This is an optimization exercise on Yosys and OpenROAD, whose aim is small area, not a production implementation.
In this exercise RTL edits were held to simulation tests only and were not proved equivalent to the original.

==> flow/design.v <==
package aesKeyPkg;
  typedef logic [32-1:0] keyWordT;
  typedef logic [4*32-1:0] roundKeyT;
  typedef logic [3:0] roundIdxT;
  typedef logic [7:0] byteT;
endpackage
module aesSbox (
  input  aesKeyPkg::byteT inByte,
  output aesKeyPkg::byteT outByte
);
  logic U0, U1, U2, U3, U4, U5, U6, U7;
  assign {U0, U1, U2, U3, U4, U5, U6, U7} = inByte;
  logic T1, T2, T3, T4, T5, T6, T7, T8, T9, T10, T11, T12, T13, T14, T15, T16;
  logic T17, T18, T19, T20, T21, T22, T23, T24, T25, T26, T27;
  assign T1  = U0 ^ U3;
  assign T2  = U0 ^ U5;
  assign T3  = U0 ^ U6;
  assign T4  = U3 ^ U5;
  assign T5  = U4 ^ U6;
  assign T6  = T1 ^ T5;
  assign T7  = U1 ^ U2;
  assign T8  = U7 ^ T6;
  assign T9  = U7 ^ T7;
  assign T10 = T6 ^ T7;
  assign T11 = U1 ^ U5;
  assign T12 = U2 ^ U5;
  assign T13 = T3 ^ T4;
  assign T14 = T6 ^ T11;
  assign T15 = T5 ^ T11;
  assign T16 = T5 ^ T12;
  assign T17 = T9 ^ T16;
  assign T18 = U3 ^ U7;
  assign T19 = T7 ^ T18;
  assign T20 = T1 ^ T19;
  assign T21 = U6 ^ U7;
  assign T22 = T7 ^ T21;
  assign T23 = T2 ^ T22;
  assign T24 = T2 ^ T10;
  assign T25 = T20 ^ T17;
  assign T26 = T3 ^ T16;
  assign T27 = T1 ^ T12;
  logic M1, M2, M3, M4, M5, M6, M7, M8, M9, M10, M11, M12, M13, M14, M15, M16;
  logic M17, M18, M19, M20, M21, M22, M23, M24, M25, M26, M27, M28, M29, M30;
  logic M31, M32, M33, M34, M35, M36, M37, M38, M39, M40, M41, M42, M43, M44, M45;
  logic M46, M47, M48, M49, M50, M51, M52, M53, M54, M55, M56, M57, M58, M59;
  logic M60, M61, M62, M63;
  assign M1  = T13 & T6;
  assign M2  = T23 & T8;
  assign M3  = T14 ^ M1;
  assign M4  = T19 & U7;
  assign M5  = M4 ^ M1;
  assign M6  = T3 & T16;
  assign M7  = T22 & T9;
  assign M8  = T26 ^ M6;
  assign M9  = T20 & T17;
  assign M10 = M9 ^ M6;
  assign M11 = T1 & T15;
  assign M12 = T4 & T27;
  assign M13 = M12 ^ M11;
  assign M14 = T2 & T10;
  assign M15 = M14 ^ M11;
  assign M16 = M3 ^ M2;
  assign M17 = M5 ^ T24;
  assign M18 = M8 ^ M7;
  assign M19 = M10 ^ M15;
  assign M20 = M16 ^ M13;
  assign M21 = M17 ^ M15;
  assign M22 = M18 ^ M13;
  assign M23 = M19 ^ T25;
  assign M24 = M22 ^ M23;
  assign M25 = M22 & M20;
  assign M26 = M21 ^ M25;
  assign M27 = M20 ^ M21;
  assign M28 = M23 ^ M25;
  assign M29 = M28 & M27;
  assign M30 = M26 & M24;
  assign M31 = M20 & M23;
  assign M32 = M27 & M31;
  assign M33 = M27 ^ M25;
  assign M34 = M21 & M22;
  assign M35 = M24 & M34;
  assign M36 = M24 ^ M25;
  assign M37 = M21 ^ M29;
  assign M38 = M32 ^ M33;
  assign M39 = M23 ^ M30;
  assign M40 = M35 ^ M36;
  assign M41 = M38 ^ M40;
  assign M42 = M37 ^ M39;
  assign M43 = M37 ^ M38;
  assign M44 = M39 ^ M40;
  assign M45 = M42 ^ M41;
  assign M46 = M44 & T6;
  assign M47 = M40 & T8;
  assign M48 = M39 & U7;
  assign M49 = M43 & T16;
  assign M50 = M38 & T9;
  assign M51 = M37 & T17;
  assign M52 = M42 & T15;
  assign M53 = M45 & T27;
  assign M54 = M41 & T10;
  assign M55 = M44 & T13;
  assign M56 = M40 & T23;
  assign M57 = M39 & T19;
  assign M58 = M43 & T3;
  assign M59 = M38 & T22;
  assign M60 = M37 & T20;
  assign M61 = M42 & T1;
  assign M62 = M45 & T4;
  assign M63 = M41 & T2;
  logic L0, L1, L2, L3, L4, L5, L6, L7, L8, L9, L10, L11, L12, L13, L14, L15;
  logic L16, L17, L18, L19, L20, L21, L22, L23, L24, L25, L26, L27, L28, L29;
  assign L0  = M61 ^ M62;
  assign L1  = M50 ^ M56;
  assign L2  = M46 ^ M48;
  assign L3  = M47 ^ M55;
  assign L4  = M54 ^ M58;
  assign L5  = M49 ^ M61;
  assign L6  = M62 ^ L5;
  assign L7  = M46 ^ L3;
  assign L8  = M51 ^ M59;
  assign L9  = M52 ^ M53;
  assign L10 = M53 ^ L4;
  assign L11 = M60 ^ L2;
  assign L12 = M48 ^ M51;
  assign L13 = M50 ^ L0;
  assign L14 = M52 ^ M61;
  assign L15 = M55 ^ L1;
  assign L16 = M56 ^ L0;
  assign L17 = M57 ^ L1;
  assign L18 = M58 ^ L8;
  assign L19 = M63 ^ L4;
  assign L20 = L0 ^ L1;
  assign L21 = L1 ^ L7;
  assign L22 = L3 ^ L12;
  assign L23 = L18 ^ L2;
  assign L24 = L15 ^ L9;
  assign L25 = L6 ^ L10;
  assign L26 = L7 ^ L9;
  assign L27 = L8 ^ L10;
  assign L28 = L11 ^ L14;
  assign L29 = L11 ^ L17;
  assign outByte[7] = L6 ^ L24;
  assign outByte[6] = ~(L16 ^ L26);
  assign outByte[5] = ~(L19 ^ L28);
  assign outByte[4] = L6 ^ L21;
  assign outByte[3] = L20 ^ L22;
  assign outByte[2] = L25 ^ L29;
  assign outByte[1] = ~(L13 ^ L27);
  assign outByte[0] = ~(L6 ^ L23);
endmodule
module keyRoundStep (
  input  aesKeyPkg::keyWordT lastWord,   
  input  aesKeyPkg::keyWordT backWord,   
  input  aesKeyPkg::byteT    rcon,
  output aesKeyPkg::keyWordT newWord     
);
  aesKeyPkg::keyWordT rotWord;
  aesKeyPkg::keyWordT subWord;
  assign rotWord = {lastWord[23:0], lastWord[31:24]};  
  genvar g;
  for (g = 0; g < 32 / 8; g++) begin : gSub
    aesSbox sbox (
      .inByte (rotWord[8*g +: 8]),
      .outByte(subWord[8*g +: 8])
    );
  end
  assign newWord = backWord ^ subWord ^ {rcon, 24'h000000};
endmodule
module keySequencer (
  input  logic                CLK,
  input  logic                CLR,
  input  logic                start,
  output logic                accept,
  output logic                busy,
  output logic [3:0]          phase,
  output aesKeyPkg::byteT     rcon,
  output logic                done
);
  logic [3:0] phaseNext;
  assign accept    = start & ~busy;  
  assign phaseNext = (phase == 4'd13) ? 4'd0 : phase + 4'd1;
  always_ff @(posedge CLK or posedge CLR) begin
    if (CLR) begin
      busy <= 1'b0;
      done <= 1'b0;
    end else if (accept) begin
      busy <= 1'b1;
      done <= 1'b0;
    end else if (busy && phase == 4'd9) begin
      busy <= 1'b0;
      done <= 1'b1;  
    end
  end
  always_ff @(posedge CLK) begin
    phase <= accept ? 4'd0 : phaseNext;
  end
  logic [9:0] ph;
  for (genvar i = 0; i < 10; i++) begin : gPh
    assign ph[i] = (phase == 4'(i));
  end
  assign rcon[0] = ph[0] | ph[8];
  assign rcon[1] = ph[1] | ph[8] | ph[9];
  assign rcon[2] = ph[2] | ph[9];
  assign rcon[3] = ph[3] | ph[8];
  assign rcon[4] = ph[4] | ph[8] | ph[9];
  assign rcon[5] = ph[5] | ph[9];
  assign rcon[6] = ph[6];
  assign rcon[7] = ph[7];
endmodule
module roundKeyStore (
  input  logic                CLK,
  input  logic                accept,
  input  logic                busy,
  input  logic [3:0]          phase,
  input  aesKeyPkg::roundKeyT cipherKey,
  input  aesKeyPkg::keyWordT  newWord,
  output aesKeyPkg::keyWordT  lastWord,
  output aesKeyPkg::keyWordT  backWord,
  input  aesKeyPkg::roundIdxT rdRound,
  output aesKeyPkg::roundKeyT rdKey
);
  localparam int N = 14;
  aesKeyPkg::keyWordT ring [0:N-1];
  aesKeyPkg::keyWordT w0, w1, w2, w3;
  aesKeyPkg::keyWordT ld [0:3];
  assign {w0, w1, w2, w3} = cipherKey;
  assign ld[0] = w0 ^ w1 ^ ld[2];   
  assign ld[1] = w1 ^ w3;           
  assign ld[2] = w2 ^ w3;           
  assign ld[3] = w3;                
  always_ff @(posedge CLK) begin
    for (int p = 0; p < N - 4; p++) begin
      ring[p] <= ring[p+1];
    end
    for (int p = N - 4; p < N - 1; p++) begin
      ring[p] <= accept ? ld[p-(N-4)] : ring[p+1];
    end
    ring[N-1] <= accept ? ld[3] : (busy ? newWord : ring[0]);
  end
  assign lastWord = ring[N-1];
  assign backWord = ring[N-4];
  logic [5:0]   pos;
  logic [N/2-1:0] selHi;
  logic           selLo;
  always_comb begin
    pos = 6'(rdRound) + 6'd24 - 6'(phase);
    if (pos >= 6'd28) pos = pos - 6'd28;
    if (pos >= 6'd14) pos = pos - 6'd14;
    for (int q = 0; q < N / 2; q++) begin
      selHi[q] = (rdRound <= aesKeyPkg::roundIdxT'(10)) && (pos[4:1] == 4'(q));
    end
    selLo = pos[0];
  end
  aesKeyPkg::keyWordT win [0:4];
  aesKeyPkg::keyWordT tapA, tapB, tapC, tapD;
  always_comb begin
    for (int k = 0; k < 5; k++) begin
      win[k] = '0;
      for (int q = 0; q < N / 2; q++) begin
        win[k] = win[k] | ({32{selHi[q]}} & ring[(2*q+k)%N]);
      end
    end
  end
  assign tapD = selLo ? win[1] : win[0];
  assign tapC = selLo ? win[2] : win[1];
  assign tapB = selLo ? win[3] : win[2];
  assign tapA = selLo ? win[4] : win[3];
  assign rdKey = {tapA ^ tapB ^ tapC ^ tapD, tapA ^ tapC, tapA ^ tapB, tapA};
endmodule
module keyExpand (
  input  logic                CLK,
  input  logic                CLR,
  input  logic                start,
  input  aesKeyPkg::roundKeyT cipherKey,
  input  aesKeyPkg::roundIdxT rdRound,
  output aesKeyPkg::roundKeyT roundKey,
  output logic                done
);
  logic               accept;
  logic               busy;
  logic [3:0]         phase;
  aesKeyPkg::byteT    rcon;
  aesKeyPkg::keyWordT lastWord;
  aesKeyPkg::keyWordT backWord;
  aesKeyPkg::keyWordT newWord;
  keySequencer sequencer (
    .CLK   (CLK),
    .CLR   (CLR),
    .start (start),
    .accept(accept),
    .busy  (busy),
    .phase (phase),
    .rcon  (rcon),
    .done  (done)
  );
  keyRoundStep roundStep (
    .lastWord(lastWord),
    .backWord(backWord),
    .rcon    (rcon),
    .newWord (newWord)
  );
  roundKeyStore keyStore (
    .CLK      (CLK),
    .accept   (accept),
    .busy     (busy),
    .phase    (phase),
    .cipherKey(cipherKey),
    .newWord  (newWord),
    .lastWord (lastWord),
    .backWord (backWord),
    .rdRound  (rdRound),
    .rdKey    (roundKey)
  );
endmodule
==> flow/run.sh <==
#!/bin/bash
# synth_recipe.tcl (not shown) runs the flow's synth.tcl, then flattens the netlist and writes it again
# the make line also repeats each setting of config.mk as NAME=value (left out here)
make -C /OpenROAD-flow-scripts/flow DESIGN_CONFIG=/design/flow/config.mk WORK_HOME=/design/flow/orfs CLKGATE_MAP_FILE= SYNTH_SCRIPT=/design/flow/synth_recipe.tcl finish
==> flow/config.mk <==
export PLATFORM = sky130hd
export DESIGN_NAME = keyExpand
export DESIGN_NICKNAME = keyExpand
export VERILOG_FILES = /design/flow/design.v
export SDC_FILE = /design/flow/constraint.sdc
export NUM_CORES = 4
export LEC_CHECK = 0
export CAP_MARGIN = 20
export CORE_MARGIN = 2
export CORE_UTILIZATION = 40
export SLEW_MARGIN = 20
==> flow/constraint.sdc <==
create_clock -name core_clock -period 24.0 [get_ports {CLK}]
set_input_delay 4.8000 -clock core_clock [delete_from_list [all_inputs] [get_ports {CLK}]]
set_output_delay 4.8000 -clock core_clock [all_outputs]
set_load 0.01 [all_outputs]
==> results_dict.tcl, run 1 <==
set metrics [dict create \
    outcome "no timing/DRC/antenna violations" \
    post-route-drc-count 0 \
    dp_slack_ns 6.372 \
    fin_crit_sh 0.7463 \
    yosys_register_bits 454 \
    drive_gt1_frac 0.07488 \
    slowest_stage "fa_1" \
    min_period_ns 17.91 \
    yosysTopAreaCell "dfxtp_1" \
    die_area_um2 80380 \
    path_delay_family "buffers and inverters" \
    clk_pin_slew_ns 0.06 \
    synth_cells 3834 \
    hold_viol_final 0 \
    core-area_um2 77340 \
    numCtsBuffers 52 \
    async_flop_share 0.004405 \
    cts_num_sinks 454 \
    crit_chain "clkdlybuf4s50_1 > ha_1 > ha_1 > fa_1 > ha_1 > a21oi_1 > o21ai_1 > ha_1 > buf_4 > nand3_1 > o211ai_4 > buf_4 > buf_4 > nor2_2 > buf_4 > a32o_1 > a211oi_1 > nor3_1 > a211oi_1 > xnor2_1 > clkdlybuf4s50_1" \
    startpoint_type "input pin" \
    floorplan.initialDensity 0.4041 \
    root_buffer "clkbuf_16" \
    post_cts_resized 0 \
    synth_edf_count 0 \
    syn_area_per_cell_um2 8.151 \
    skew_ns 0.02287 \
    crit_fanout 46 \
    io_buffer_count 263 \
    place_congestion 0.9669 \
    crit_path_end_kind "output port" \
    tightest_slew_ns 1.135 \
    syn2layout_area_growth_pct 17.02 \
    max_slew_margin 0.2386 \
    synth.net_count 3991 \
    antenna_left 0 \
    synth-seq-area-share 0.2912 \
    setup_violations 0 \
    vias 31410 \
    final-max-slew-violation-count 0 \
    post_cts_buffers 0 \
    cap_violations 0 \
    stdcell_area_um2 36570 \
    gr-total-overflow 0 \
    io_pins 264 \
    die_height_um 283.5 \
    cts_hold_buf 0 \
    grt_start_max_net_pins 108 \
    synth.distinct_cells 114 \
    die_w_um 283.5 \
    wl_per_cell_um 26.63 \
    synth_top_area_frac 0.2896 \
    max_stage_delay_ns 0.84 \
    critPathKind "input pin to output port" \
    firstDrtPassIters 7 \
    rsz0062_at_grt "no" \
    synth_ff_type "dfxtp_1" \
    synthesis.area_um2 31250 \
    max_clock_freq_ghz 0.05583 \
    wl_mm 134.1 \
    tritoncts "done" \
    drtIter0Drc 3935 \
    crit_buf_inv 6 \
    rows 102 \
    fin_setup_tns_ns 0 \
    placed_area_um2 34720 \
    grt_pass1_vias 29700 \
    arrival_ns 13.11 \
    hpwl_mm 92.32 \
    clockBufferDepth 3 \
    htreeDepth 2 \
    hold_class "flip-flop to flip-flop" \
    insertion_delay_ns 0.62 \
    ys_warn_count 5 \
    critPathRequiredTime_ns 19.20 \
    antenna_found_initial 2 \
    synthTopCellsByArea "dfxtp_1 29%, xnor2_1 12%, nand2_1 7.1%" \
    nets 4107 \
    grt_pass1_wl_mm 197.2 \
    fin_ws_ns 6.088 \
    viasPerCell 6.239 \
    track_usage 0.3211 \
]
-- metrics by stage --
step	instances	utilization	hold WS, ns
2_1_floorplan	3834	-	0.3301
3_3_place_gp	4936	0.4488	0.3376
3_5_place_dp	4936	0.4489	0.3374
4_1_cts	5033	0.4727	0.3490
5_1_grt	5033	0.4728	0.3638
6_report	5034	0.4728	0.3490
-- worst register-to-register path: cells and delay by family, from the launching register on --
family                   cells  cell delay (ns)
AO/OA/AOI/OAI                3             0.85
XOR/XNOR                     6             2.72
AND/OR/NAND/NOR              3             1.03
multiplexers                 1             0.30
flip-flops                   1             0.87
adder cells (fa/ha/maj)      1             0.31
-- cell type report --
class / instances / area [µm²]
fillers: 7637 / 40770
multi-input cells: 3058 / 20960
flip-flops and latches: 454 / 9100
repair buffers: 338 / 3191
clock buffers: 72 / 1499
well taps: 1040 / 1301
clock inverters: 25 / 344.1
inverters: 46 / 175.2
diodes: 1 / 2.502
-- metal layers --
metal,global-route usage,share of wire,vias to the layer above
met2,0.5006,0.43,2061
li1,-,-,14050
met4,0.1796,0.066,4
met5,0,0.00018,-
met3,0.07838,0.11,486
met1,0.4060,0.39,14800
-- cell usage after synthesis, drive strengths merged (15+ instances only) --
| cell type | number |
|---|---|
| ha | 21 |
| and3 | 16 |
| clkbuf | 160 |
| a211oi | 106 |
| nor2b | 43 |
| a211o | 37 |
| a21o | 20 |
| o22ai | 68 |
| o221ai | 20 |
| nand3 | 87 |
| o211ai | 16 |
| a21oi | 304 |
| xor2 | 125 |
| xnor2 | 432 |
| and2 | 22 |
| buf | 116 |
| nand2 | 590 |
| nand2b | 15 |
| a221oi | 78 |
| a31oi | 19 |
| a2111oi | 45 |
| nor3 | 82 |
| dfxtp | 452 |
| a221o | 33 |
| o21ai | 218 |
| nor2 | 223 |
| mux2i | 124 |
| a22oi | 94 |
| inv | 45 |
| xnor3 | 28 |
-- cell families (layout without fill, tap and decap cells) --
kind of cell | after synthesis | count (layout) | share of synthesized area
buffers and inverters | 322 | 481 | 0.04356
AO/OA/AOI/OAI | 1168 | 1168 | 0.2632
multiplexers | 135 | 135 | 0.04408
flip-flops | 454 | 454 | 0.2912
other | 0 | 1 | 0
adder cells (fa/ha/maj) | 26 | 26 | 0.01033
XOR/XNOR | 593 | 593 | 0.1884
AND/OR/NAND/NOR | 1136 | 1136 | 0.1592
-- flip-flops by register name (all words and copies together) (netlist names) --
signal and flops:
keyStore.ring 448, sequencer.busy 1, sequencer.done 1, sequencer.phase 4
-- layout by cell type, fill, tap and decap left out, types with 76 or more instances in the layout --
| master | count |
|---|---|
| dfxtp_1 | 452 |
| xor2_1 | 119 |
| nor2_1 | 219 |
| nand3_1 | 84 |
| nand2_1 | 587 |
| o21ai_0 | 213 |
| a22oi_1 | 92 |
| a211oi_1 | 93 |
| xnor2_1 | 419 |
| a21oi_1 | 299 |
| mux2i_1 | 123 |
| nor3_1 | 76 |
| clkdlybuf4s50_1 | 262 |
-- final timing paths --
kind                       slack [ns]  depth (start not counted)                    end                  start
setup / recovery                 6.09                         21          roundKey[119]             rdRound[1]
setup reg to reg                17.78                         14  keyStore.ring[13][26]  keyStore.ring[13][17]
max in group asynchronous       19.48                          2         sequencer.busy                    CLR
hold reg to reg                  0.35                          0   keyStore.ring[2][31]   keyStore.ring[3][31]
min in group asynchronous        4.39                          2         sequencer.done                    CLR
hold / removal                   0.35                          0   keyStore.ring[2][31]   keyStore.ring[3][31]
==> inputs of run 2 (changes only) <==
==> flow/flow/run.sh (new file) <==
#!/bin/bash
# The standard layout, with one change: synthesis maps the logic with an
# area-oriented ABC script (flow/abc_area.script) in place of ORFS's speed script.
# Everything else, including the synthesis script and register mapping, is ORFS's own.
set -euo pipefail
WORK=$(pwd)
rm -rf "$WORK/scripts"
cp -r "$FLOW_HOME/scripts" "$WORK/scripts"
cp "$WORK/flow/abc_area.script" "$WORK/scripts/abc_speed.script"
bash standard.sh SCRIPTS_DIR="$WORK/scripts" > "$WORK/make_flow.log" 2>&1
==> flow/flow/abc_area.script (new file) <==
&get -n; &st; &dc2; &dch; &nf -R 1000; &put
==> flow/standard.sh (new file) <==
#!/bin/bash
# synth_recipe.tcl (not shown) runs the flow's synth.tcl, then flattens the netlist and writes it again
# the make line also repeats each setting of config.mk as NAME=value (left out here)
make -C /OpenROAD-flow-scripts/flow DESIGN_CONFIG=/design/flow/config.mk WORK_HOME=/design/flow/orfs CLKGATE_MAP_FILE= SYNTH_SCRIPT=/design/flow/synth_recipe.tcl "${@:-finish}"
removed: flow/run.sh
==> run 2 against run 1 <==
Clock skew increased by 0.0045 ns. Global-route usage down 9.3 points. Sequential share of layout area grew 6.9 points. Non-clock buffer count shrank 50. Largest cell class unchanged. Still clean.
==> results_dict.tcl, run 2 <==
set metrics [dict create \
    cap_violations 0 \
    stdcell_area_um2 28640 \
    cts_num_sinks 454 \
    synth_top_area_frac 0.3921 \
    crit_path_end_kind "output port" \
    antenna_found_initial 0 \
    core-area_um2 57370 \
    drtIter0Drc 3661 \
    final-max-slew-violation-count 0 \
    cts_hold_buf 0 \
    n_antenna_cell 0 \
    synthAdderAreaFrac 0.01225 \
    fillCellCount 5304 \
    setup_violations 0 \
    synthTopCellsByArea "dfxtp_1 39%, xnor2_1 17%, a222oi_1 8.1%" \
    drive_gt1_frac 0.04078 \
    antenna_left 0 \
    grt_pass1_vias 20730 \
    yosys-top-cells-count "453 x xnor2_1, 452 x dfxtp_1, 244 x a22oi_1" \
    skew_ns 0.02736 \
    max_slew_margin 0.2097 \
    root_buffer "clkbuf_16" \
    synth_top_family_by_area "compound AO/OA/AOI/OAI gates" \
    async_flop_share 0.004405 \
    gr-total-overflow 0 \
    outcome "no timing/DRC/antenna violations" \
    die_height_um 244.2 \
    met2_length_mm 33.51 \
    synth.distinct_cells 39 \
    synth_edf_count 0 \
    die_area_um2 59630 \
    vias 21370 \
    dr_wl_met3_mm 5.670 \
    post_cts_buffers 0 \
    synth_compound_area_frac 0.2467 \
    synth_ff_type "dfxtp_1" \
    post-route-drc-count 0 \
    critPathRequiredTime_ns 19.20 \
    top_register "keyStore.ring" \
    arrival_ns 12.33 \
    placed_cells 3496 \
    critPathKind "input pin to output port" \
    register_area_um2 9100 \
    wl_mm 71.19 \
    fin_setup_tns_ns 0 \
    top_layer_used "met4" \
    viasPerCell 5.960 \
    floorplan.initialDensity 0.4023 \
    largest_reg_flops 448 \
    min_period_ns 17.13 \
    placed_area_um2 26930 \
    die_w_um 244.2 \
    hold_viol_final 0 \
    hold_class "flip-flop to flip-flop" \
    fin_crit_sh 0.7138 \
    synth.net_count 2603 \
    syn2layout_area_growth_pct 24.11 \
    synthSimpleGateAreaFrac 0.1069 \
    syn_area_per_cell_um2 9.435 \
    place_congestion 0.8886 \
    ys_warn_count 5 \
    rsz0062_at_grt "no" \
    wl_met1_mm 30.17 \
    startpoint_type "input pin" \
    final_common_cell "xnor2_1" \
    tritoncts "done" \
    fin_cells 3585 \
    rows 88 \
    insertion_delay_ns 0.60 \
    numCtsBuffers 47 \
    io_buffer_count 263 \
    crit_fanout 61 \
    io_pins 264 \
    synth_most_common_cell "xnor2_1" \
    htreeDepth 2 \
    post_cts_resized 0 \
    fin_util 0.4993 \
    max_clock_freq_ghz 0.05837 \
    grt_pass1_wl_mm 111.5 \
    yosysTopAreaCell "dfxtp_1" \
    synthesis.area_um2 23080 \
    tightest_slew_ns 1.185 \
    synth_cells 2446 \
    clk_pin_slew_ns 0.06 \
    yosys_register_bits 454 \
    clockBufferDepth 3 \
    largestRegisters "keyStore.ring: 448 flops, sequencer.phase: 4 flops" \
    track_usage 0.2280 \
    mostFrequentLayoutCells "453 x xnor2_1, 452 x dfxtp_1, 263 x clkdlybuf4s50_1" \
    synth-seq-area-share 0.3943 \
    multi_input_area_um2 13880 \
    nets 2940 \
    synth_xor_area_frac 0.2273 \
    firstDrtPassIters 13 \
    hpwl_mm 48.51 \
    synth_mux_area_frac 0.004608 \
    wl_per_cell_um 19.86 \
    grt_start_max_net_pins 103 \
]
[run 2: area by class of cell]
type                            count  area share
Timing Repair Buffer              288      0.1006
Clock inverter                     22     0.01035
Multi-Input combinational cell   1943      0.4847
Sequential cell                   454      0.3177
Tap cell                          765     0.03342
Clock buffer                       64     0.04679
Inverter                           49    0.006421
[run 2: kinds of logic after synthesis]
logic type               Yosys count
AO/OA/AOI/OAI                    773
XOR/XNOR                         599
adder cells (fa/ha/maj)           22
buffers and inverters             49
flip-flops                       454
multiplexers                      10
AND/OR/NAND/NOR                  539
[run 2: worst max-delay path, stage by stage]
cell and delay, ns:
clkdlybuf4s50_1 0.44, ha_1 0.32, ha_1 0.22, fa_1 0.47
xor2_1 0.21, ha_1 0.24, nand2_1 0.08, o21ai_0 0.18
nor2_1 0.24, mux2i_1 0.41, o211ai_1 0.24, mux2_1 0.47
clkinv_1 0.13, nand2_1 0.14, nor2_4 0.36, buf_12 0.25
buf_4 0.62, buf_4 0.68, a222oi_1 0.19, and3_1 0.25
o21ai_0 0.30, xor2_1 0.24, xnor2_1 0.15, clkdlybuf4s50_1 0.56
[run 2: metal layers]
| layer | vias to the layer above | global-route usage |
|---|---|---|
| met4 | 0 | 0.07550 |
| met2 | 1165 | 0.3814 |
| met3 | 136 | 0.03720 |
| met1 | 10080 | 0.2987 |
| met5 | - | 0 |
| li1 | 9982 | - |
[run 2: path summary, 6_finish.rpt]
kind                                           start              endpoint  slack (ns)  cells past startpoint
worst max-delay path                      rdRound[1]         roundKey[124]        6.87                     24
worst min-delay path             keyStore.ring[7][3]   keyStore.ring[6][3]        0.35                      0
worst max register to register  keyStore.ring[13][1]  keyStore.ring[13][8]       18.71                     18
worst min register to register   keyStore.ring[7][3]   keyStore.ring[6][3]        0.35                      0
max in group asynchronous                        CLR        sequencer.busy       19.47                      2
min in group asynchronous                        CLR        sequencer.done        4.39                      2
[run 2: stage by stage]
step                hold slack (ns)  setup slack, ns
finish                       0.3546            6.869
global route                 0.3605            6.508
detailed placement           0.3584            6.702
CTS                          0.3533            6.654
global placement             0.3540            7.022
floorplan                    0.3497            1.142
==> inputs of run 3 (changes only) <==
--- a/flow/flow/run.sh
+++ b/flow/flow/run.sh
@@ -7,4 +7,4 @@
 rm -rf "$WORK/scripts"
 cp -r "$FLOW_HOME/scripts" "$WORK/scripts"
 cp "$WORK/flow/abc_area.script" "$WORK/scripts/abc_speed.script"
-bash standard.sh SCRIPTS_DIR="$WORK/scripts" > "$WORK/make_flow.log" 2>&1
+bash standard.sh SCRIPTS_DIR="$WORK/scripts" finish > "$WORK/make_flow.log" 2>&1
==> run 3 against run 2 <==
Sequential share of layout area unchanged. Sequential cell count stayed put. First-iteration DRC count is the same. Die area unchanged. Utilization unchanged. Wire length stayed put. Fmax stayed put. Via count is the same. Critical path type unchanged. Highest routed layer unchanged.
==> results_dict.tcl, run 3 <==
set metrics [dict create \
    floorplan.initialDensity 0.4023 \
    synth.net_count 2603 \
    io_pins 264 \
    fin_setup_tns_ns 0 \
    die_area_um2 59630 \
    synth_cells 2446 \
    ys_warn_count 5 \
    fin_crit_sh 0.7138 \
    antenna_left 0 \
    drive_gt1_frac 0.04078 \
    n_antenna_cell 0 \
    htreeDepth 2 \
    outcome "no timing/DRC/antenna violations" \
    holdPathEnd "keyStore.ring[6][3]" \
    io_buffer_count 263 \
    mostFrequentLayoutCells "453 x xnor2_1, 452 x dfxtp_1, 263 x clkdlybuf4s50_1" \
    r2r_cells 18 \
    min_period_ns 17.13 \
    setup_violations 0 \
    critPathKind "input pin to output port" \
    yosysTopAreaCell "dfxtp_1" \
    arrival_ns 12.33 \
    syn_area_per_cell_um2 9.435 \
    yosys_register_bits 454 \
    final_common_cell "xnor2_1" \
    post-route-drc-count 0 \
    numCtsBuffers 47 \
    rows 88 \
    fin_ws_ns 6.869 \
    whs_ns 0.3546 \
    max_slew_margin 0.2097 \
    yosys-top-cells-count "453 x xnor2_1, 452 x dfxtp_1, 244 x a22oi_1" \
    final-max-slew-violation-count 0 \
    antenna_found_initial 0 \
    post_cts_resized 0 \
    gr-total-overflow 0 \
    rsz0062_at_grt "no" \
    crit_fanout 61 \
    startpoint_type "input pin" \
    clockBufferDepth 3 \
    post_cts_buffers 0 \
    root_buffer "clkbuf_16" \
    largest_reg_flops 448 \
    synthesis.area_um2 23080 \
    synth-seq-area-share 0.3943 \
    max_clock_freq_ghz 0.05837 \
    core-area_um2 57370 \
    place_congestion 0.8886 \
    grt_start_max_net_pins 103 \
    dp_slack_ns 6.702 \
    grt_pass1_wl_mm 111.5 \
    vias 21370 \
    synth_top_area_frac 0.3921 \
    grt_pass1_vias 20730 \
    die_w_um 244.2 \
    reg2reg_from "keyStore.ring[13][1]" \
    nets 2940 \
    fin_util 0.4993 \
    top_register "keyStore.ring" \
    largestRegisters "keyStore.ring: 448 flops, sequencer.phase: 4 flops" \
    cts_hold_buf 0 \
    min-delay-start "keyStore.ring[7][3]" \
    tritoncts "done" \
    tightest_slew_ns 1.185 \
    synthTopCellsByArea "dfxtp_1 39%, xnor2_1 17%, a222oi_1 8.1%" \
    viasPerCell 5.960 \
    synth_most_common_cell "xnor2_1" \
    clk_pin_slew_ns 0.06 \
    skew_ns 0.02736 \
    insertion_delay_ns 0.60 \
    hold_class "flip-flop to flip-flop" \
    hold_depth 0 \
    syn2layout_area_growth_pct 24.11 \
    async_flop_share 0.004405 \
    synth_ff_type "dfxtp_1" \
    die_height_um 244.2 \
    synth.distinct_cells 39 \
    critPathRequiredTime_ns 19.20 \
    rrSetupSlack_ns 18.71 \
    r2r-end "keyStore.ring[13][8]" \
    crit_path_end_kind "output port" \
    hpwl_mm 48.51 \
    track_usage 0.2280 \
    fillCellCount 5304 \
    drtIter0Drc 3661 \
    wl_mm 71.19 \
    synth_edf_count 0 \
    cap_violations 0 \
    cts_num_sinks 454 \
    firstDrtPassIters 13 \
    hold_viol_final 0 \
    wl_per_cell_um 19.86 \
]
-- run 3: how the worst max path moves through the flow --
stage / from / endpoint / slack (ns) / cells past startpoint
CTS: rdRound[1] / roundKey[124] / 6.65 / 23
global route: rdRound[1] / roundKey[124] / 6.51 / 24
detailed placement: rdRound[1] / roundKey[124] / 6.70 / 23
finish: rdRound[1] / roundKey[124] / 6.87 / 24
global placement: rdRound[1] / roundKey[124] / 7.02 / 23
floorplan: rdRound[0] / roundKey[101] / 1.14 / 15
-- run 3: kinds of logic after synthesis --
| kind of cell | count (synthesis) | share of synthesized area |
|---|---|---|
| XOR/XNOR | 599 | 0.2273 |
| multiplexers | 10 | 0.004608 |
| flip-flops | 454 | 0.3943 |
| adder cells (fa/ha/maj) | 22 | 0.01225 |
| buffers and inverters | 49 | 0.007970 |
| AO/OA/AOI/OAI | 773 | 0.2467 |
| AND/OR/NAND/NOR | 539 | 0.1069 |
-- run 3: area by class of cell --
| type | instances | area, µm² | area share |
|---|---|---|---|
| Clock inverter | 22 | 296.5 | 0.01035 |
| Sequential cell | 454 | 9100 | 0.3177 |
| Tap cell | 765 | 957.2 | 0.03342 |
| Inverter | 49 | 183.9 | 0.006421 |
| Multi-Input combinational cell | 1943 | 13880 | 0.4847 |
| Timing Repair Buffer | 288 | 2882 | 0.1006 |
| Clock buffer | 64 | 1340 | 0.04679 |
-- run 3: critical path: stages --
cell and delay, ns:
clkdlybuf4s50_1 0.44, ha_1 0.32, ha_1 0.22, fa_1 0.47
xor2_1 0.21, ha_1 0.24, nand2_1 0.08, o21ai_0 0.18
nor2_1 0.24, mux2i_1 0.41, o211ai_1 0.24, mux2_1 0.47
clkinv_1 0.13, nand2_1 0.14, nor2_4 0.36, buf_12 0.25
buf_4 0.62, buf_4 0.68, a222oi_1 0.19, and3_1 0.25
o21ai_0 0.30, xor2_1 0.24, xnor2_1 0.15, clkdlybuf4s50_1 0.56
-- run 3: layer usage --
metal | GRT usage | share of wire | vias to the layer above
li1 | - | - | 9982
met1 | 0.2987 | 0.42 | 10080
met2 | 0.3814 | 0.47 | 1165
met3 | 0.03720 | 0.080 | 136
met4 | 0.07550 | 0.026 | 0
met5 | 0 | 0 | -
-- run 3: per-stage QoR --
step	area (µm²)	instances
floorplan	23080	2446
global placement	26910	3495
detailed placement	26930	3496
CTS	28570	3582
global route	28640	3585
finish	28640	3585
==> inputs of run 4 (changes only) <==
==> flow/flow/run.sh (replaced) <==
#!/bin/bash
# The standard layout with these changes:
# - synthesis maps the logic with an area-oriented ABC script
#   (flow/abc_area.script) in place of ORFS's speed script; the synthesis
#   script itself and the register mapping are ORFS's own;
# - every port still gets a buffer, but the smallest one (buf_1);
# - clock tree synthesis uses no dummy loads, larger sink clusters and
#   clkbuf_8 buffers below the root.
set -euo pipefail
WORK=$(pwd)
rm -rf "$WORK/scripts"
cp -r "$FLOW_HOME/scripts" "$WORK/scripts"
cp "$WORK/flow/abc_area.script" "$WORK/scripts/abc_speed.script"
bash standard.sh SCRIPTS_DIR="$WORK/scripts" \
  BUFFER_PORTS_ARGS="-buffer_cell sky130_fd_sc_hd__buf_1" \
  CTS_ARGS="-sink_clustering_enable -repair_clock_nets -dont_use_dummy_load -sink_clustering_size 12 -sink_clustering_max_diameter 60 -buf_list sky130_fd_sc_hd__clkbuf_8 -root_buf sky130_fd_sc_hd__clkbuf_16" \
  finish \
  > "$WORK/make_flow.log" 2>&1
--- a/flow/config.mk
+++ b/flow/config.mk
@@ -7,5 +7,5 @@
 export LEC_CHECK = 0
 export CAP_MARGIN = 20
 export CORE_MARGIN = 2
-export CORE_UTILIZATION = 40
+export CORE_UTILIZATION = 60
 export SLEW_MARGIN = 20
==> run 4 against run 3 <==
Final area decreased by 10%. Worst hold slack worse by 0.0024 ns. Critical path depth decreased by 1. Global-route usage increased by 8.8 points. Synthesized cell count stayed put. Via count is 0.70% lower. Critical endpoint is now roundKey[119]. Die area is 33% lower. Utilization up 18 points. Clock skew is 0.0049 ns higher. Worst setup slack better by 1.0 ns. Critical path type unchanged.
==> results_dict.tcl, run 4 <==
set metrics [dict create \
    tritoncts "done" \
    core-area_um2 37760 \
    wl_per_cell_um 19.88 \
    outcome "no timing/DRC/antenna violations" \
    reg2reg_from "keyStore.ring[13][1]" \
    io_buffer_count 263 \
    startpoint_type "input pin" \
    antenna_left 0 \
    viasPerCell 6.456 \
    ys_warn_count 5 \
    firstDrtPassIters 12 \
    max_slew_margin 0.2658 \
    min_period_ns 16.10 \
    rrSetupSlack_ns 18.46 \
    largestRegisters "keyStore.ring: 448 flops, sequencer.phase: 4 flops" \
    critPathKind "input pin to output port" \
    fin_crit_sh 0.6708 \
    io_pins 264 \
    placed_cells 3239 \
    grt_start_max_net_pins 114 \
    root_buffer "clkbuf_16" \
    syn_area_per_cell_um2 9.435 \
    synth_top_area_frac 0.3921 \
    htreeDepth 2 \
    crit_fanout 89 \
    numCtsBuffers 46 \
    floorplan.initialDensity 0.6113 \
    rsz0062_at_grt "no" \
    final_common_cell "xnor2_1" \
    hold_class "flip-flop to flip-flop" \
    clk_pin_slew_ns 0.08 \
    synth_most_common_cell "xnor2_1" \
    mostFrequentLayoutCells "453 x xnor2_1, 452 x dfxtp_1, 263 x buf_1" \
    hpwl_mm 44.14 \
    top_register "keyStore.ring" \
    n_antenna_cell 0 \
    wl_mm 65.33 \
    holdPathEnd "keyStore.ring[8][17]" \
    die_height_um 200.1 \
    cap_violations 0 \
    yosysTopAreaCell "dfxtp_1" \
    critPathRequiredTime_ns 19.20 \
    skew_ns 0.03223 \
    async_flop_share 0.004405 \
    hold_depth 0 \
    gr-total-overflow 0 \
    cts_hold_buf 0 \
    synth.net_count 2603 \
    arrival_ns 11.30 \
    synth_cells 2446 \
    nets 2934 \
    drive_gt1_frac 0.02775 \
    synthesis.area_um2 23080 \
    largest_reg_flops 448 \
    vias 21220 \
    fin_cells 3286 \
    post_cts_resized 0 \
    synth_edf_count 0 \
    tightest_slew_ns 1.099 \
    die_area_um2 40050 \
    rows 71 \
    drtIter0Drc 2892 \
    antenna_found_initial 0 \
    synthTopCellsByArea "dfxtp_1 39%, xnor2_1 17%, a222oi_1 8.1%" \
    synth-seq-area-share 0.3943 \
    insertion_delay_ns 0.55 \
    post_cts_buffers 0 \
    place_congestion 0.8945 \
    hold_viol_final 0 \
    fin_ws_ns 7.902 \
    r2r-end "keyStore.ring[13][8]" \
    fin_setup_tns_ns 0 \
    syn2layout_area_growth_pct 11.14 \
    synth.distinct_cells 39 \
    clockBufferDepth 3 \
    grt_pass1_wl_mm 105.9 \
    final-max-slew-violation-count 0 \
    min-delay-start "keyStore.ring[9][17]" \
    max_clock_freq_ghz 0.06212 \
    track_usage 0.3160 \
    crit_path_end_kind "output port" \
    cts_num_sinks 454 \
    yosys_register_bits 454 \
    r2r_cells 18 \
    fillCellCount 3159 \
    synth_ff_type "dfxtp_1" \
    post-route-drc-count 0 \
    yosys-top-cells-count "453 x xnor2_1, 452 x dfxtp_1, 244 x a22oi_1" \
    dp_slack_ns 8.070 \
    die_w_um 200.1 \
    setup_violations 0 \
    grt_pass1_vias 20550 \
]
## run 4: cell types whose count changed in the layout (fill, tap and decap cells not counted), sizes merged, moves of 3 or more
| cell | delta |
|---|---|
| clkdlybuf4s50 | -263 |
| buf | +258 |
| clkinv | -12 |
| clkbuf | -18 |
| bufinv | -6 |
| inv | -3 |
## run 4: cell type report
class / instances / area (µm²) / area share
Multi-Input combinational cell: 1943 / 13880 / 0.5413
Sequential cell: 454 / 9100 / 0.3548
Timing Repair Buffer: 283 / 1154 / 0.04498
Clock buffer: 46 / 689.4 / 0.02688
Tap cell: 511 / 639.4 / 0.02493
Inverter: 49 / 183.9 / 0.007171
## run 4: stage by stage
step                hold WS, ns  area [µm²]    util
finish                   0.3521       25650  0.6794
global route             0.3617       25650  0.6794
CTS                      0.3619       25630  0.6787
detailed placement       0.3563       24940  0.6605
global placement         0.3543       24940  0.6605
floorplan                0.3497       23080       -
## run 4: kinds of logic (layout without fill, tap and decap cells)
family,Yosys count,after routing,share of synthesized area
flip-flops,454,454,0.3943
AND/OR/NAND/NOR,539,539,0.1069
AO/OA/AOI/OAI,773,773,0.2467
multiplexers,10,10,0.004608
adder cells (fa/ha/maj),22,22,0.01225
XOR/XNOR,599,599,0.2273
buffers and inverters,49,378,0.007970
## run 4: worst max-delay path by stage
stage / start / to / cells past startpoint
6_report: rdRound[1] / roundKey[119] / 23
5_1_grt: rdRound[1] / roundKey[96] / 23
4_1_cts: rdRound[1] / roundKey[119] / 24
3_5_place_dp: rdRound[1] / roundKey[119] / 24
3_3_place_gp: rdRound[1] / roundKey[99] / 23
2_1_floorplan: rdRound[0] / roundKey[101] / 15
## run 4: critical path, stage by stage
cell and delay [ns]:
buf_1 0.09, ha_1 0.30, ha_1 0.22, fa_1 0.46, xor2_1 0.21, ha_1 0.23, nand2_1 0.09, o21ai_0 0.18
nor2_1 0.22, mux2i_1 0.40, o211ai_1 0.23, mux2_1 0.47, clkinv_1 0.12, nand2_1 0.13, nor2_4 0.10, buf_4 0.65
buf_4 0.95, a22oi_1 0.24, and3_1 0.27, a21oi_1 0.20, xnor2_1 0.13, xnor2_1 0.34, buf_1 0.20
## run 4: metal layers
layer  up-vias  share of wire  routed length [µm]  GRT usage
met5         -              0                   0          0
met4         0          0.029                1891     0.1213
met3       145          0.090                5906    0.04312
met1      9931           0.41               26530     0.4129
met2      1197           0.47               31010     0.5313
li1       9942              -                   -          -
==> inputs of run 5 (changes only) <==
--- a/flow/design.v
+++ b/flow/design.v
@@ -239,33 +239,41 @@
   end
   assign lastWord = ring[N-1];
   assign backWord = ring[N-4];
-  logic [5:0]   pos;
-  logic [N/2-1:0] selHi;
-  logic           selLo;
+  logic [5:0]     pA;
+  logic [5:0]     pB;
+  logic [N/2-1:0] selE;
+  logic [N/2-1:0] selO;
+  logic           aOdd;
+  logic           valid;
   always_comb begin
-    pos = 6'(rdRound) + 6'd24 - 6'(phase);
-    if (pos >= 6'd28) pos = pos - 6'd28;
-    if (pos >= 6'd14) pos = pos - 6'd14;
+    pA = 6'(rdRound) + 6'd27 - 6'(phase);
+    if (pA >= 6'd28) pA = pA - 6'd28;
+    if (pA >= 6'd14) pA = pA - 6'd14;
+    pB = (pA == 6'd0) ? 6'd13 : pA - 6'd1;
+    valid = (rdRound <= aesKeyPkg::roundIdxT'(10));
     for (int q = 0; q < N / 2; q++) begin
-      selHi[q] = (rdRound <= aesKeyPkg::roundIdxT'(10)) && (pos[4:1] == 4'(q));
+      selE[q] = valid && (pA[4:1] == 4'(q));
+      selO[q] = valid && (pB[4:1] == 4'(q));
     end
-    selLo = pos[0];
+    aOdd = pA[0];
   end
-  aesKeyPkg::keyWordT win [0:4];
-  aesKeyPkg::keyWordT tapA, tapB, tapC, tapD;
+  aesKeyPkg::keyWordT e1, e2, o1, o2;
   always_comb begin
-    for (int k = 0; k < 5; k++) begin
-      win[k] = '0;
-      for (int q = 0; q < N / 2; q++) begin
-        win[k] = win[k] | ({32{selHi[q]}} & ring[(2*q+k)%N]);
-      end
+    e1 = '0;
+    e2 = '0;
+    o1 = '0;
+    o2 = '0;
+    for (int q = 0; q < N / 2; q++) begin
+      e1 = e1 | ({32{selE[q]}} & ring[2*q]);
+      e2 = e2 | ({32{selE[q]}} & ring[(2*q+N-2)%N]);
+      o1 = o1 | ({32{selO[q]}} & ring[2*q+1]);
+      o2 = o2 | ({32{selO[q]}} & ring[(2*q+N-1)%N]);
     end
   end
-  assign tapD = selLo ? win[1] : win[0];
-  assign tapC = selLo ? win[2] : win[1];
-  assign tapB = selLo ? win[3] : win[2];
-  assign tapA = selLo ? win[4] : win[3];
-  assign rdKey = {tapA ^ tapB ^ tapC ^ tapD, tapA ^ tapC, tapA ^ tapB, tapA};
+  aesKeyPkg::keyWordT e12, o12;
+  assign e12 = e1 ^ e2;
+  assign o12 = o1 ^ o2;
+  assign rdKey = {e12 ^ o12, aOdd ? o12 : e12, e1 ^ o1, aOdd ? o1 : e1};
 endmodule
 module keyExpand (
   input  logic                CLK,
==> run 5 against run 4 <==
Still clean. Synthesized cell count shrank 7.8%. Wire length shrank 0.82%. Register-to-register slack lost 0.40 ns. Clock-buffer cell count grew 1. Highest routed layer unchanged.
==> results_dict.tcl, run 5 <==
set metrics [dict create \
    skew_ns 0.04885 \
    synthesis.area_um2 21700 \
    final_common_cell "dfxtp_1" \
    synth_xor_area_frac 0.2412 \
    grt_pass1_vias 19070 \
    min_period_ns 16.53 \
    gr-total-overflow 0 \
    async_flop_share 0.004405 \
    post-route-drc-count 0 \
    drive_gt1_frac 0.03288 \
    die_area_um2 37710 \
    drtIter0Drc 2907 \
    die_w_um 194.2 \
    cts_hold_buf 0 \
    fin_setup_tns_ns 0 \
    synth_compound_area_frac 0.2016 \
    viasPerCell 6.414 \
    synth_top_area_frac 0.4170 \
    critPathRequiredTime_ns 19.20 \
    crit_path_end_kind "output port" \
    die_height_um 194.2 \
    firstDrtPassIters 9 \
    htreeDepth 2 \
    grt_start_max_net_pins 102 \
    critPathKind "input pin to output port" \
    crit_fanout 40 \
    hold_class "flip-flop to flip-flop" \
    cap_violations 0 \
    antenna_left 0 \
    clk_pin_slew_ns 0.08 \
    synth_edf_count 0 \
    wl_mm 64.79 \
    synth-seq-area-share 0.4193 \
    track_usage 0.3339 \
    rsz0062_at_grt "no" \
    yosys-top-cells-count "452 x dfxtp_1, 423 x xnor2_1, 229 x nor2_1" \
    clockBufferDepth 3 \
    numCtsBuffers 47 \
    insertion_delay_ns 0.55 \
    hpwl_mm 43.78 \
    synth_top_family_by_area "XOR/XNOR gates" \
    root_buffer "clkbuf_16" \
    arrival_ns 11.73 \
    synth_ff_type "dfxtp_1" \
    syn2layout_area_growth_pct 11.76 \
    post_cts_buffers 0 \
    io_buffer_count 263 \
    synth.net_count 2412 \
    tightest_slew_ns 1.036 \
    yosysTopAreaCell "dfxtp_1" \
    synthSimpleGateAreaFrac 0.1066 \
    vias 19540 \
    setup_violations 0 \
    place_congestion 0.9062 \
    wl_per_cell_um 21.27 \
    max_clock_freq_ghz 0.06051 \
    final-max-slew-violation-count 0 \
    synth_mux_area_frac 0.008994 \
    synth.distinct_cells 40 \
    synth_most_common_cell "dfxtp_1" \
    floorplan.initialDensity 0.6101 \
    ys_warn_count 4 \
    antenna_found_initial 0 \
    synth_cells 2255 \
    synthAdderAreaFrac 0.01303 \
    max_slew_margin 0.3091 \
    cts_num_sinks 454 \
    grt_pass1_wl_mm 102.0 \
    rows 69 \
    largest_reg_flops 448 \
    fin_crit_sh 0.6886 \
    post_cts_resized 0 \
    outcome "no timing/DRC/antenna violations" \
    n_antenna_cell 0 \
    hold_viol_final 0 \
    tritoncts "done" \
    largestRegisters "keyStore.ring: 448 flops, sequencer.phase: 4 flops" \
    syn_area_per_cell_um2 9.623 \
    core-area_um2 35570 \
    top_register "keyStore.ring" \
    nets 2744 \
    yosys_register_bits 454 \
    startpoint_type "input pin" \
    mostFrequentLayoutCells "452 x dfxtp_1, 423 x xnor2_1, 263 x buf_1" \
    io_pins 264 \
    synthTopCellsByArea "dfxtp_1 42%, xnor2_1 17%, a222oi_1 10%" \
]
[run 5: changes by cell type after synthesis, moves of 30 or more]
cell | before | now
a21oi_1 | 223 | 171
a222oi_1 | 187 | 218
a22oi_1 | 244 | 118
and3_1 | 96 | 1
nand3_1 | 60 | 106
nor2_1 | 199 | 229
xnor2_1 | 453 | 423
[run 5: through the flow]
step           hold WS, ns  setup slack, ns  instances    util  cell area [µm²]
3_5_place_dp        0.3575            7.569       2999  0.6621            23550
5_1_grt             0.3238            7.018       3046  0.6818            24250
4_1_cts             0.3316            7.545       3046  0.6818            24250
3_3_place_gp        0.3530            7.838       2999  0.6621            23550
6_report            0.3329            7.473       3046  0.6818            24250
2_1_floorplan       0.3498            4.968       2255       -            21700
[run 5: layout make-up]
class / instances / area (µm²)
Tap cell: 461 / 576.8
Inverter: 54 / 202.7
Multi-Input combinational cell: 1747 / 12530
Clock buffer: 47 / 703.2
Timing Repair Buffer: 283 / 1137
Sequential cell: 454 / 9100
Fill cell: 2954 / 11320
[run 5: path summary, 6_finish.rpt]
kind	from	endpoint	slack, ns	cells past startpoint
worst max register to register	keyStore.ring[13][15]	keyStore.ring[13][18]	18.06	20
worst min register to register	keyStore.ring[8][4]	keyStore.ring[7][4]	0.33	0
min in group asynchronous	CLR	sequencer.done	4.07	2
max in group asynchronous	CLR	sequencer.busy	19.80	2
worst min-delay path	keyStore.ring[8][4]	keyStore.ring[7][4]	0.33	0
worst max-delay path	rdRound[1]	roundKey[121]	7.47	25
[run 5: kinds of logic after synthesis]
kind of cell,count (synthesis)
flip-flops,454
AND/OR/NAND/NOR,542
AO/OA/AOI/OAI,569
XOR/XNOR,596
adder cells (fa/ha/maj),22
buffers and inverters,54
multiplexers,18
[run 5: metal layers]
| metal | up-vias | part of all wire | global-route usage | wire length [µm] |
|---|---|---|---|---|
| met5 | - | 0 | 0 | 0 |
| met4 | 0 | 0.019 | 0.1111 | 1251 |
| met3 | 103 | 0.11 | 0.05079 | 6909 |
| met2 | 1149 | 0.45 | 0.5300 | 29450 |
| met1 | 9261 | 0.42 | 0.4659 | 27190 |
| li1 | 9023 | - | - | - |
[run 5: critical path, stage by stage]
cell,delay (ns)
buf_1,0.09
ha_1,0.28
ha_1,0.18
clkinv_1,0.09
fa_1,0.54
clkinv_1,0.11
ha_1,0.26
a21oi_1,0.26
mux2_1,0.42
and3_1,0.21
or2_0,0.24
nor2_1,0.29
mux2i_1,0.47
nand2_1,0.27
nor3_1,0.27
o22ai_1,0.19
or2_0,0.36
a21oi_4,0.68
buf_4,0.61
a222oi_1,0.15
nand2_1,0.10
a221oi_1,0.08
xor2_1,0.44
xnor2_1,0.16
buf_1,0.16
==> inputs of run 6 (changes only) <==
--- a/flow/design.v
+++ b/flow/design.v
@@ -178,7 +178,7 @@
 );
   logic [3:0] phaseNext;
   assign accept    = start & ~busy;  
-  assign phaseNext = (phase == 4'd13) ? 4'd0 : phase + 4'd1;
+  assign phaseNext = (phase == 4'd0) ? 4'd13 : phase - 4'd1;
   always_ff @(posedge CLK or posedge CLR) begin
     if (CLR) begin
       busy <= 1'b0;
@@ -186,17 +186,17 @@
     end else if (accept) begin
       busy <= 1'b1;
       done <= 1'b0;
-    end else if (busy && phase == 4'd9) begin
+    end else if (busy && phase == 4'd4) begin
       busy <= 1'b0;
       done <= 1'b1;  
     end
   end
   always_ff @(posedge CLK) begin
-    phase <= accept ? 4'd0 : phaseNext;
+    phase <= accept ? 4'd13 : phaseNext;
   end
   logic [9:0] ph;
   for (genvar i = 0; i < 10; i++) begin : gPh
-    assign ph[i] = (phase == 4'(i));
+    assign ph[i] = (phase == 4'(13 - i));
   end
   assign rcon[0] = ph[0] | ph[8];
   assign rcon[1] = ph[1] | ph[8] | ph[9];
@@ -239,23 +239,22 @@
   end
   assign lastWord = ring[N-1];
   assign backWord = ring[N-4];
-  logic [5:0]     pA;
-  logic [5:0]     pB;
+  logic [4:0]     pA;
   logic [N/2-1:0] selE;
   logic [N/2-1:0] selO;
   logic           aOdd;
   logic           valid;
   always_comb begin
-    pA = 6'(rdRound) + 6'd27 - 6'(phase);
-    if (pA >= 6'd28) pA = pA - 6'd28;
-    if (pA >= 6'd14) pA = pA - 6'd14;
-    pB = (pA == 6'd0) ? 6'd13 : pA - 6'd1;
+    pA = 5'(rdRound) + 5'(phase);
+    if (pA >= 5'd14) pA = pA - 5'd14;
     valid = (rdRound <= aesKeyPkg::roundIdxT'(10));
+    aOdd  = pA[0];
     for (int q = 0; q < N / 2; q++) begin
-      selE[q] = valid && (pA[4:1] == 4'(q));
-      selO[q] = valid && (pB[4:1] == 4'(q));
+      selE[q] = valid && (pA[3:1] == 3'(q));
+    end
+    for (int q = 0; q < N / 2; q++) begin
+      selO[q] = aOdd ? selE[q] : selE[(q+1)%(N/2)];
     end
-    aOdd = pA[0];
   end
   aesKeyPkg::keyWordT e1, e2, o1, o2;
   always_comb begin
==> run 6 against run 5 <==
Synthesized cell count fell by 2.6%. Area after synthesis is 0.67% lower. Worst hold slack is essentially flat.
==> results_dict.tcl, run 6 <==
set metrics [dict create \
    outcome "no timing/DRC/antenna violations" \
    die_height_um 193.5 \
    synthTopCellsByArea "dfxtp_1 42%, xnor2_1 17%, a222oi_1 11%" \
    final-max-slew-violation-count 0 \
    insertion_delay_ns 0.56 \
    vias 19130 \
    skew_ns 0.04096 \
    fillCellCount 2973 \
    htreeDepth 2 \
    mostFrequentLayoutCells "452 x dfxtp_1, 419 x xnor2_1, 263 x buf_1" \
    antenna_found_initial 0 \
    post_cts_resized 0 \
    n_antenna_cell 0 \
    grt_start_max_net_pins 92 \
    synthesis.area_um2 21550 \
    top_register "keyStore.ring" \
    multi_input_area_um2 12370 \
    synth_edf_count 0 \
    synth_cells 2196 \
    tightest_slew_ns 1.105 \
    post-route-drc-count 0 \
    fin_setup_tns_ns 0 \
    antenna_left 0 \
    rows 69 \
    final_common_cell "dfxtp_1" \
    yosys-top-cells-count "452 x dfxtp_1, 419 x xnor2_1, 227 x a222oi_1" \
    crit_chain "buf_1 > ha_4 > fa_1 > xor2_1 > ha_1 > o21ai_0 > nand2_1 > xnor2_1 > nand3_1 > nor2_4 > buf_4 > mux2_2 > buf_4 > a222oi_1 > and3_1 > xnor2_1 > nand2_1 > o21ai_0 > buf_1" \
    track_usage 0.3336 \
    setup_violations 0 \
    nets 2679 \
    synth_top_area_frac 0.4198 \
    post_cts_buffers 0 \
    yosysTopAreaCell "dfxtp_1" \
    largest_reg_flops 448 \
    register_area_um2 9100 \
    crit_path_end_kind "output port" \
    max_stage_delay_ns 0.77 \
    rsz0062_at_grt "no" \
    grt_pass1_vias 18710 \
    fin_crit_sh 0.6412 \
    cts_hold_buf 0 \
    grt_pass1_wl_mm 100.7 \
    gr-total-overflow 0 \
    slowest_stage "buf_4" \
    drive_gt1_frac 0.03328 \
    critPathRequiredTime_ns 19.20 \
    largestRegisters "keyStore.ring: 448 flops, sequencer.phase: 4 flops" \
    viasPerCell 6.409 \
    synth_ff_type "dfxtp_1" \
    core-area_um2 35480 \
    synth.net_count 2349 \
    critPathKind "input pin to output port" \
    root_buffer "clkbuf_16" \
    die_area_um2 37460 \
    cts_num_sinks 454 \
    io_buffer_count 263 \
    syn_area_per_cell_um2 9.815 \
    clk_pin_slew_ns 0.08 \
    hold_viol_final 0 \
    tritoncts "done" \
    min_period_ns 15.39 \
    hold_class "flip-flop to flip-flop" \
    max_slew_margin 0.2632 \
    wl_per_cell_um 21.59 \
    synth_most_common_cell "dfxtp_1" \
    clockBufferDepth 3 \
    numCtsBuffers 46 \
    arrival_ns 10.59 \
    synth-seq-area-share 0.4221 \
    wl_mm 64.44 \
    ys_warn_count 4 \
    hpwl_mm 42.29 \
    synth.distinct_cells 35 \
    whs_ns 0.3331 \
    crit_fanout 66 \
    io_pins 264 \
    drtIter0Drc 2565 \
    startpoint_type "input pin" \
    yosys_register_bits 454 \
    floorplan.initialDensity 0.6075 \
    die_w_um 193.5 \
    max_clock_freq_ghz 0.06498 \
    cap_violations 0 \
    firstDrtPassIters 10 \
    async_flop_share 0.004405 \
    syn2layout_area_growth_pct 11.59 \
    place_congestion 0.9406 \
]
==> run 6: cell count changes after synthesis, sizes merged, moves of 6 or more <==
cell and delta:
and3 +63, nor2 -90, a21oi -95, nand3 -39, a22oi +7, o21ai +57
mux2i +30, nor2b -7, a222oi +9, a221oi -24, nand2 +62, and2 -6
clkinv -11
==> run 6: kinds of logic after synthesis <==
family | after synthesis | share of synthesized area
compound gates | 516 | 0.1887
flops | 454 | 0.4221
xor+xnor | 594 | 0.2414
simple gates | 526 | 0.1081
buf+inv | 43 | 0.007488
mux | 45 | 0.02142
fa+ha+maj | 18 | 0.01080
==> run 6: routing by layer <==
metal / wire, µm / global-route usage / vias to the layer above
li1: - / - / 8808
met3: 6673 / 0.06137 / 152
met5: 0 / 0 / -
met2: 29680 / 0.5419 / 1112
met4: 2013 / 0.1368 / 0
met1: 26070 / 0.4385 / 9058
==> run 6: area by class of cell <==
type	instances	area share
Tap cell	461	0.02398
Inverter	43	0.006711
Multi-Input combinational cell	1699	0.5145
Clock buffer	46	0.02866
Timing Repair Buffer	282	0.04781
Sequential cell	454	0.3783
==> run 6: worst paths after layout <==
check | to | from | cells past startpoint | slack [ns]
max | roundKey[81] | rdRound[0] | 19 | 8.61
min | keyStore.ring[0][5] | keyStore.ring[1][5] | 0 | 0.33
max reg2reg | keyStore.ring[13][10] | keyStore.ring[13][1] | 19 | 18.05
min reg2reg | keyStore.ring[0][5] | keyStore.ring[1][5] | 0 | 0.33
max in group asynchronous | sequencer.busy | CLR | 2 | 19.81
min in group asynchronous | sequencer.busy | CLR | 2 | 4.08
==> run 6: critical path, delay by kind of cell <==
family	cells	cell delay, ns
mux	1	0.60
simple gates	5	0.97
compound gates	3	0.47
buf+inv	4	1.70
xor+xnor	3	1.13
fa+ha+maj	3	0.81
==> run 6: metrics by stage <==
stage | setup WS [ns] | util | std cells | instance area [µm²]
after floorplan | 5.649 | - | 2196 | 21550
after global placement | 8.953 | 0.6576 | 2938 | 23330
after detailed placement | 8.784 | 0.6576 | 2938 | 23330
after CTS | 8.792 | 0.6771 | 2984 | 24020
after global routing | 8.301 | 0.6778 | 2985 | 24050
final | 8.611 | 0.6778 | 2985 | 24050
==> inputs of run 7 (changes only) <==
==> flow/flow/run.sh (replaced) <==
#!/bin/bash
# The standard layout with these changes:
# - synthesis maps the logic with an area-oriented ABC script
#   (flow/abc_area.script) in place of ORFS's speed script; the synthesis
#   script itself and the register mapping are ORFS's own;
# - every port still gets a buffer, but the smallest one (buf_1);
# - Yosys's adder extraction is skipped (ADDER_MAP_FILE empty), so the few
#   half adders it finds are left to ABC;
# - clock tree synthesis uses no dummy loads and sink clusters of up to 24
#   flip-flops.
set -euo pipefail
WORK=$(pwd)
rm -rf "$WORK/scripts"
cp -r "$FLOW_HOME/scripts" "$WORK/scripts"
cp "$WORK/flow/abc_area.script" "$WORK/scripts/abc_speed.script"
bash standard.sh SCRIPTS_DIR="$WORK/scripts" \
  BUFFER_PORTS_ARGS="-buffer_cell sky130_fd_sc_hd__buf_1" \
  ADDER_MAP_FILE= \
  CTS_ARGS="-sink_clustering_enable -repair_clock_nets -dont_use_dummy_load -sink_clustering_size 24 -sink_clustering_max_diameter 120 -buf_list sky130_fd_sc_hd__clkbuf_16 -root_buf sky130_fd_sc_hd__clkbuf_16" \
  finish \
  > "$WORK/make_flow.log" 2>&1
==> run 7 against run 6 <==
Die area decreased by 0.75%. Global-route usage decreased by 1.0 points. Critical path depth grew 1. Synthesized cell count down 0.27%. Area after synthesis shrank 0.77%. Critical path type unchanged. Largest cell class unchanged. Highest routed layer unchanged.
==> results_dict.tcl, run 7 <==
set metrics [dict create \
    outcome "no timing/DRC/antenna violations" \
    startpoint_type "input pin" \
    yosys-top-cells-count "452 x dfxtp_1, 437 x xnor2_1, 223 x a222oi_1" \
    min_period_ns 15.16 \
    final_common_cell "dfxtp_1" \
    hpwl_mm 41.44 \
    max_clock_freq_ghz 0.06596 \
    grt_start_max_net_pins 97 \
    setup_violations 0 \
    max_stage_delay_ns 0.63 \
    hold_class "flip-flop to flip-flop" \
    largest_reg_flops 448 \
    vias 18750 \
    synth.distinct_cells 33 \
    path_delay_family "buffers and inverters" \
    placed_area_um2 23210 \
    crit_fanout 40 \
    antenna_left 0 \
    tightest_slew_ns 1.092 \
    max_slew_margin 0.2701 \
    place_congestion 0.9041 \
    nets 2634 \
    synth_top_area_frac 0.4231 \
    cp_num_cells 20 \
    firstDrtPassIters 8 \
    synth_ff_type "dfxtp_1" \
    synth.net_count 2325 \
    crit_buf_inv 5 \
    insertion_delay_ns 0.55 \
    skew_ns 0.01580 \
    io_buffer_count 263 \
    io_pins 264 \
    htreeDepth 1 \
    tritoncts "done" \
    root_buffer "clkbuf_16" \
    slowest_stage "mux2_2" \
    synth_edf_count 0 \
    gr-total-overflow 0 \
    fin_setup_tns_ns 0 \
    syn_area_per_cell_um2 9.766 \
    synth_cells 2190 \
    n_antenna_cell 0 \
    grt_pass1_wl_mm 95.09 \
    largestRegisters "keyStore.ring: 448 flops, sequencer.phase: 4 flops" \
    die_w_um 192.8 \
    drive_gt1_frac 0.02483 \
    post_cts_resized 0 \
    crit_path_end_kind "output port" \
    crit_chain "buf_1 > nand2_1 > o21ai_0 > maj3_1 > maj3_1 > nand2_1 > or2_0 > a21o_1 > nand2b_1 > nor2_4 > buf_4 > buf_4 > mux2_2 > buf_4 > a222oi_1 > and3_1 > xnor2_1 > nand2_1 > o21ai_0 > buf_1" \
    cap_violations 0 \
    yosys_register_bits 454 \
    track_usage 0.3235 \
    grt_pass1_vias 17750 \
    drtIter0Drc 2792 \
    met2_length_mm 28.31 \
    clockBufferDepth 3 \
    synth-seq-area-share 0.4254 \
    rsz0062_at_grt "no" \
    ys_warn_count 4 \
    wl_met1_mm 25.73 \
    fillCellCount 2901 \
    top_layer_used "met4" \
    hold_depth 0 \
    arrival_ns 10.36 \
    floorplan.initialDensity 0.6057 \
    wl_mm 61.68 \
    wl_per_cell_um 20.85 \
]
[run 7: changes by cell type after synthesis, moves of 3 or more]
cell / delta
xnor2_1: +18
o21ai_0: -15
nand2_1: -46
a222oi_1: -4
nand2b_1: -6
a22oi_1: +5
a21oi_1: +27
ha_1: -17
xor2_1: -11
clkinv_1: +3
nor2_1: +37
and2_0: +9
[run 7: logic make-up (layout without fill, tap and decap cells)]
group	Yosys count	after routing	share of synthesized area
compound gates	529	529	0.1928
simple gates	517	517	0.1071
mux	41	41	0.01960
xor+xnor	601	601	0.2461
buf+inv	46	353	0.008073
fa+ha+maj	2	2	0.0009360
flops	454	454	0.4254
[run 7: layer usage]
metal | up-vias | track usage
li1 | 8750 | -
met1 | 8894 | 0.4459
met2 | 1003 | 0.5323
met3 | 99 | 0.04073
met4 | 0 | 0.09160
met5 | - | 0
[run 7: through the flow]
stage               instances  hold WS [ns]  setup slack, ns
global route             2958        0.3744            8.442
floorplan                2190        0.3489            7.192
global placement         2936        0.3541            9.156
detailed placement       2936        0.3571            8.988
finish                   2958        0.3615            8.839
CTS                      2958        0.3652            8.990
[run 7: path summary, 6_finish.rpt]
path,endpoint,slack [ns],startpoint
max,roundKey[71],8.84,rdRound[0]
min,keyStore.ring[0][26],0.36,keyStore.ring[1][26]
max reg2reg,keyStore.ring[13][10],18.58,keyStore.ring[13][1]
min reg2reg,keyStore.ring[0][26],0.36,keyStore.ring[1][26]
max in group asynchronous,sequencer.busy,19.83,CLR
min in group asynchronous,sequencer.done,4.07,CLR
[run 7: area by class of cell]
| class | instances | area (µm²) | area share |
|---|---|---|---|
| Multi-Input combinational cell | 1690 | 12210 | 0.5139 |
| Sequential cell | 454 | 9099 | 0.3829 |
| Timing Repair Buffer | 285 | 1152 | 0.04850 |
| Tap cell | 461 | 576.8 | 0.02427 |
| Clock buffer | 22 | 550.5 | 0.02317 |
| Inverter | 46 | 172.7 | 0.007267 |

[afterwards: timing with drivers on the ports]
Ports are ideal in the flow. The routed layouts listed here were re-timed in OpenROAD. Step 1 sets driving cells, clkbuf_16 on the clock port and buf_2 on the other inputs (assumed; they add their load-dependent delay and slew). Step 2 times the ports against the registers' clock, not the clock port: input delays grow and output delays shrink by t, the midpoint of the rising clock arrivals with the driver on. a / b / c = ideal / step 1 / step 2; a / b = the first two.
run | t (ns) | slack for setup (ns) | hold slack, ns | latest minus earliest clock arrival (ns) | worst register clock-pin slew, ns
run 1 | 0.676 | 6.088 / 6.062 / 6.062 | 0.349 / 0.349 / 0.349 | 0.024 / 0.024 | 0.07 / 0.07
run 2 | 0.640 | 6.869 / 6.846 / 6.846 | 0.355 / 0.355 / 0.355 | 0.028 / 0.028 | 0.07 / 0.07
run 3 | 0.640 | 6.869 / 6.846 / 6.846 | 0.355 / 0.355 / 0.355 | 0.028 / 0.028 | 0.07 / 0.07
run 4 | 0.589 | 7.902 / 7.881 / 7.881 | 0.352 / 0.352 / 0.352 | 0.040 / 0.040 | 0.09 / 0.09
run 5 | 0.579 | 7.473 / 7.451 / 7.451 | 0.333 / 0.333 / 0.333 | 0.051 / 0.051 | 0.09 / 0.09
run 6 | 0.585 | 8.611 / 8.591 / 8.591 | 0.333 / 0.333 / 0.333 | 0.054 / 0.054 | 0.08 / 0.08
run 7 | 0.597 | 8.839 / 8.818 / 8.818 | 0.361 / 0.361 / 0.361 | 0.017 / 0.016 | 0.10 / 0.10
After both steps setup and hold are still met in every run listed. The setup slack of run 1, which loses most, moves by -0.026 ns with the drivers and by -0.026 ns with both steps.
